From an optimization exercise on the open Yosys and OpenROAD flow, aimed at small area; shortcuts taken in it are not production practice.
Only simulation tests tie the RTL to the original design; equivalence was not proved.
The flow treats the clock pin as an ideal source, which a real chip does not have.
Power is estimated from default activity; no workload was simulated.

job 101:
## uart_monitor_top
module uart_monitor_top #(
    parameter int CLK_BITS  = 10,
    parameter int STOP_BITS = 1
) (
    input  logic                    clk,
    input  logic                    rst,
    input  logic [CLK_BITS - 1 : 0] clk_per_bit,
    input  logic                    uart_rx,
    output logic                    uart_tx
);
For scale: ~2300 cells after synthesis, roughly 2100 flip-flops, about 14 I/O pins.
export LEC_CHECK = 0
export CAP_MARGIN = 40
export CORE_MARGIN = 2
export CORE_UTILIZATION = 60
export CTS_BUF_LIST = sky130_fd_sc_hd__clkbuf_8
export CTS_CLUSTER_DIAMETER = 40
export CTS_CLUSTER_SIZE = 20
export SLEW_MARGIN = 30
create_clock -name core_clock -period 10.0 [get_ports {clk}]
run.sh (not shown) runs the stock make flow with config.mk's settings and CLKGATE_MAP_FILE= SYNTH_SCRIPT=/design/flow/synth_recipe.tcl, a recipe that flattens the netlist after the stock synthesis.
Per the final summary, job 101 finished and its layout is clean on timing, DRC and antenna.
Inputs modified between job 101 and job 105:
- CTS_CLUSTER_SIZE removed (was 20)
- CTS_BUF_LIST removed (was sky130_fd_sc_hd__clkbuf_8)
- CTS_CLUSTER_DIAMETER removed (was 40)
- CORE_UTILIZATION changed from 60 to 40
[summary]
- Fraction of the cycle the final worst path needs: higher on job 105
- When the final numbers for job 101 and job 105 were put side by side, the setup slack after layout turned out to be greater in job 101.
- Floorplan die height, job 101 and job 105: smaller value in job 101
- Job 105 vs. job 101: via count went up by 504.
- Diff job 105..job 101 | count of endpoints failing hold in the final timing report | unchanged
- Global-route wire length before repair: job 105 > job 101

---

JK:
Another version of the RTL of uart_monitor_top (not shown whole).
For scale: roughly 2100 flip-flops, ~43000 sq um of cells after synthesis.
==> flow/config.mk <==
export PLATFORM = sky130hd
export DESIGN_NAME = uart_monitor_top
export DESIGN_NICKNAME = uart_monitor_top
export VERILOG_FILES = /design/flow/design.v
export SDC_FILE = /design/flow/constraint.sdc
export NUM_CORES = 4
export LEC_CHECK = 0
export CAP_MARGIN = 40
export CORE_MARGIN = 2
export CORE_UTILIZATION = 60
export PLACE_DENSITY = 0.7
export SLEW_MARGIN = 30
==> flow/constraint.sdc <==
create_clock -name core_clock -period 10.0 [get_ports {clk}]
set_input_delay 2.0000 -clock core_clock [delete_from_list [all_inputs] [get_ports {clk}]]
set_output_delay 2.0000 -clock core_clock [all_outputs]
set_load 0.01 [all_outputs]
standard.sh (not shown) runs the stock make flow with config.mk's settings and CLKGATE_MAP_FILE= SYNTH_SCRIPT=/design/flow/synth_recipe.tcl, a recipe that flattens the netlist after the stock synthesis.
==> flow/flow/run.sh <==
#!/bin/bash
# The standard layout (standard.sh) with two changes:
# - clock tree synthesis: leaf clusters of at most 12 flip-flops within 40 um,
#   driven by clkbuf_4, and no dummy loads;
# - port buffers are buf_1.
# All ORFS output goes to standard.log in this folder.
export CTS_ARGS="-sink_clustering_enable -repair_clock_nets -sink_clustering_size 12 -sink_clustering_max_diameter 40 -buf_list sky130_fd_sc_hd__clkbuf_4 -dont_use_dummy_load"
export BUFFER_PORTS_ARGS="-buffer_cell sky130_fd_sc_hd__buf_1"
bash standard.sh > standard.log 2>&1
The inputs of MS differ from those of JK as listed below.
Settings: CTS_CLUSTER_DIAMETER newly set to 40; CTS_CLUSTER_SIZE newly set to 20; PLACE_DENSITY removed (was 0.7); CTS_BUF_LIST newly set to sky130_fd_sc_hd__clkbuf_8.
==> flow/flow/run.sh <==
#!/bin/bash
export CTS_ARGS="-sink_clustering_enable -repair_clock_nets -sink_clustering_size 12 -sink_clustering_max_diameter 30 -buf_list sky130_fd_sc_hd__clkbuf_4 -dont_use_dummy_load"
bash standard.sh > standard.log 2>&1
--- outcome ---
MS finished all stages; the layout is clean.
The estimated power of MS ends up higher than the estimate for JK.
MS and JK ended up with roughly the same switching portion of total power.
Between JK and MS, the number of hold buffers added after cts figures differ only marginally.
Maximum frequency: MS worse than JK
Area overhead of the layout relative to synthesis: MS vs JK up 0.64 points
When MS is set beside JK, its number of buffers inserted during clock tree synthesis turns out to be about 12% larger.
Input-level comparison between AL and MS:
==> flow/flow/run.sh <==
#!/bin/bash
# The standard layout (standard.sh), except that clock tree synthesis
# inserts no dummy loads. ORFS output goes to standard.log.
export CTS_ARGS="-sink_clustering_enable -repair_clock_nets -sink_clustering_size 20 -sink_clustering_max_diameter 40 -buf_list sky130_fd_sc_hd__clkbuf_8 -dont_use_dummy_load"
bash standard.sh > standard.log 2>&1
Findings:
- Share of total power in sequential cells | AL below MS
- Against MS, AL reports a worst-case hold slack that is higher.
- Re final routed DRC violation total: no difference whatsoever between MS and AL.
The following lists how TR was set up differently from AL:
==> flow/flow/run.sh <==
#!/bin/bash
# The standard layout (standard.sh) with two changes to clock tree
# synthesis: no dummy loads, and flow/post_cts.tcl upsizes clock buffers
# whose loads would see too high a slew. ORFS output goes to standard.log.
export CTS_ARGS="-sink_clustering_enable -repair_clock_nets -sink_clustering_size 16 -sink_clustering_max_diameter 40 -buf_list sky130_fd_sc_hd__clkbuf_4 -dont_use_dummy_load"
export POST_CTS_TCL="$PWD/flow/post_cts.tcl"
bash standard.sh > standard.log 2>&1
==> flow/flow/post_cts.tcl (new file) <==
set target 0.118
set bigger [dict create \
  sky130_fd_sc_hd__clkbuf_1 sky130_fd_sc_hd__clkbuf_2 \
  sky130_fd_sc_hd__clkbuf_2 sky130_fd_sc_hd__clkbuf_4 \
  sky130_fd_sc_hd__clkbuf_4 sky130_fd_sc_hd__clkbuf_8 \
  sky130_fd_sc_hd__clkbuf_8 sky130_fd_sc_hd__clkbuf_16]
for {set iter 0} {$iter < 4} {incr iter} {
  estimate_parasitics -placement
  set fixed 0
  foreach inst [get_cells *] {
    set ref [get_property $inst ref_name]
    if {![dict exists $bigger $ref]} continue
    set w 0
    foreach opin [get_pins -of_objects $inst -filter "direction == output"] {
      foreach net [get_nets -of_objects $opin] {
        foreach p [get_pins -of_objects $net -filter "direction == input"] {
          set s [get_property $p slew_max]
          if {$s > $w} {set w $s}
        }
      }
    }
    if {$w > $target} {
      replace_cell $inst [dict get $bigger $ref]
      incr fixed
    }
  }
  puts "post_cts: iteration $iter upsized $fixed clock buffers"
  if {$fixed == 0} break
  detailed_placement
}
estimate_parasitics -placement
Notes after the runs:
Per the comparison of TR with AL, total power higher, least setup slack across all paths after layout higher, minimum clock period after layout lower.

afterwards: timing with drivers on the ports:
How much do the figures lean on ideal ports? The routed layouts below were timed once more, with nothing changed but the port constraints. Step 1 assumes that a clkbuf_16 drives the clock port and a buf_2 every other input. Step 2 moves the port delays by t, midway between the first and last clock arrival at a register: inputs arrive t later, outputs are due t later. That takes back most of the time a late clock gives input paths. Three values: ideal ports, drivers, drivers and shift; two values: the first two.
run	t (ns)	setup WS [ns]	worst setup path at the end
job 101	0.832	6.305 / 6.244 / 5.775	input to register
job 105	0.792	6.272 / 6.206 / 5.781	input to register
JK	1.010	6.554 / 6.498 / 6.116	input to register
MS	1.026	6.049 / 5.988 / 5.562	input to register
AL	0.795	6.270 / 6.216 / 5.548	input to register
TR	0.726	6.287 / 6.224 / 5.567	input to register
After both steps setup and hold are still met in every run listed. The setup slack of AL, which loses most, moves by -0.054 ns with the drivers and by -0.722 ns with both steps.
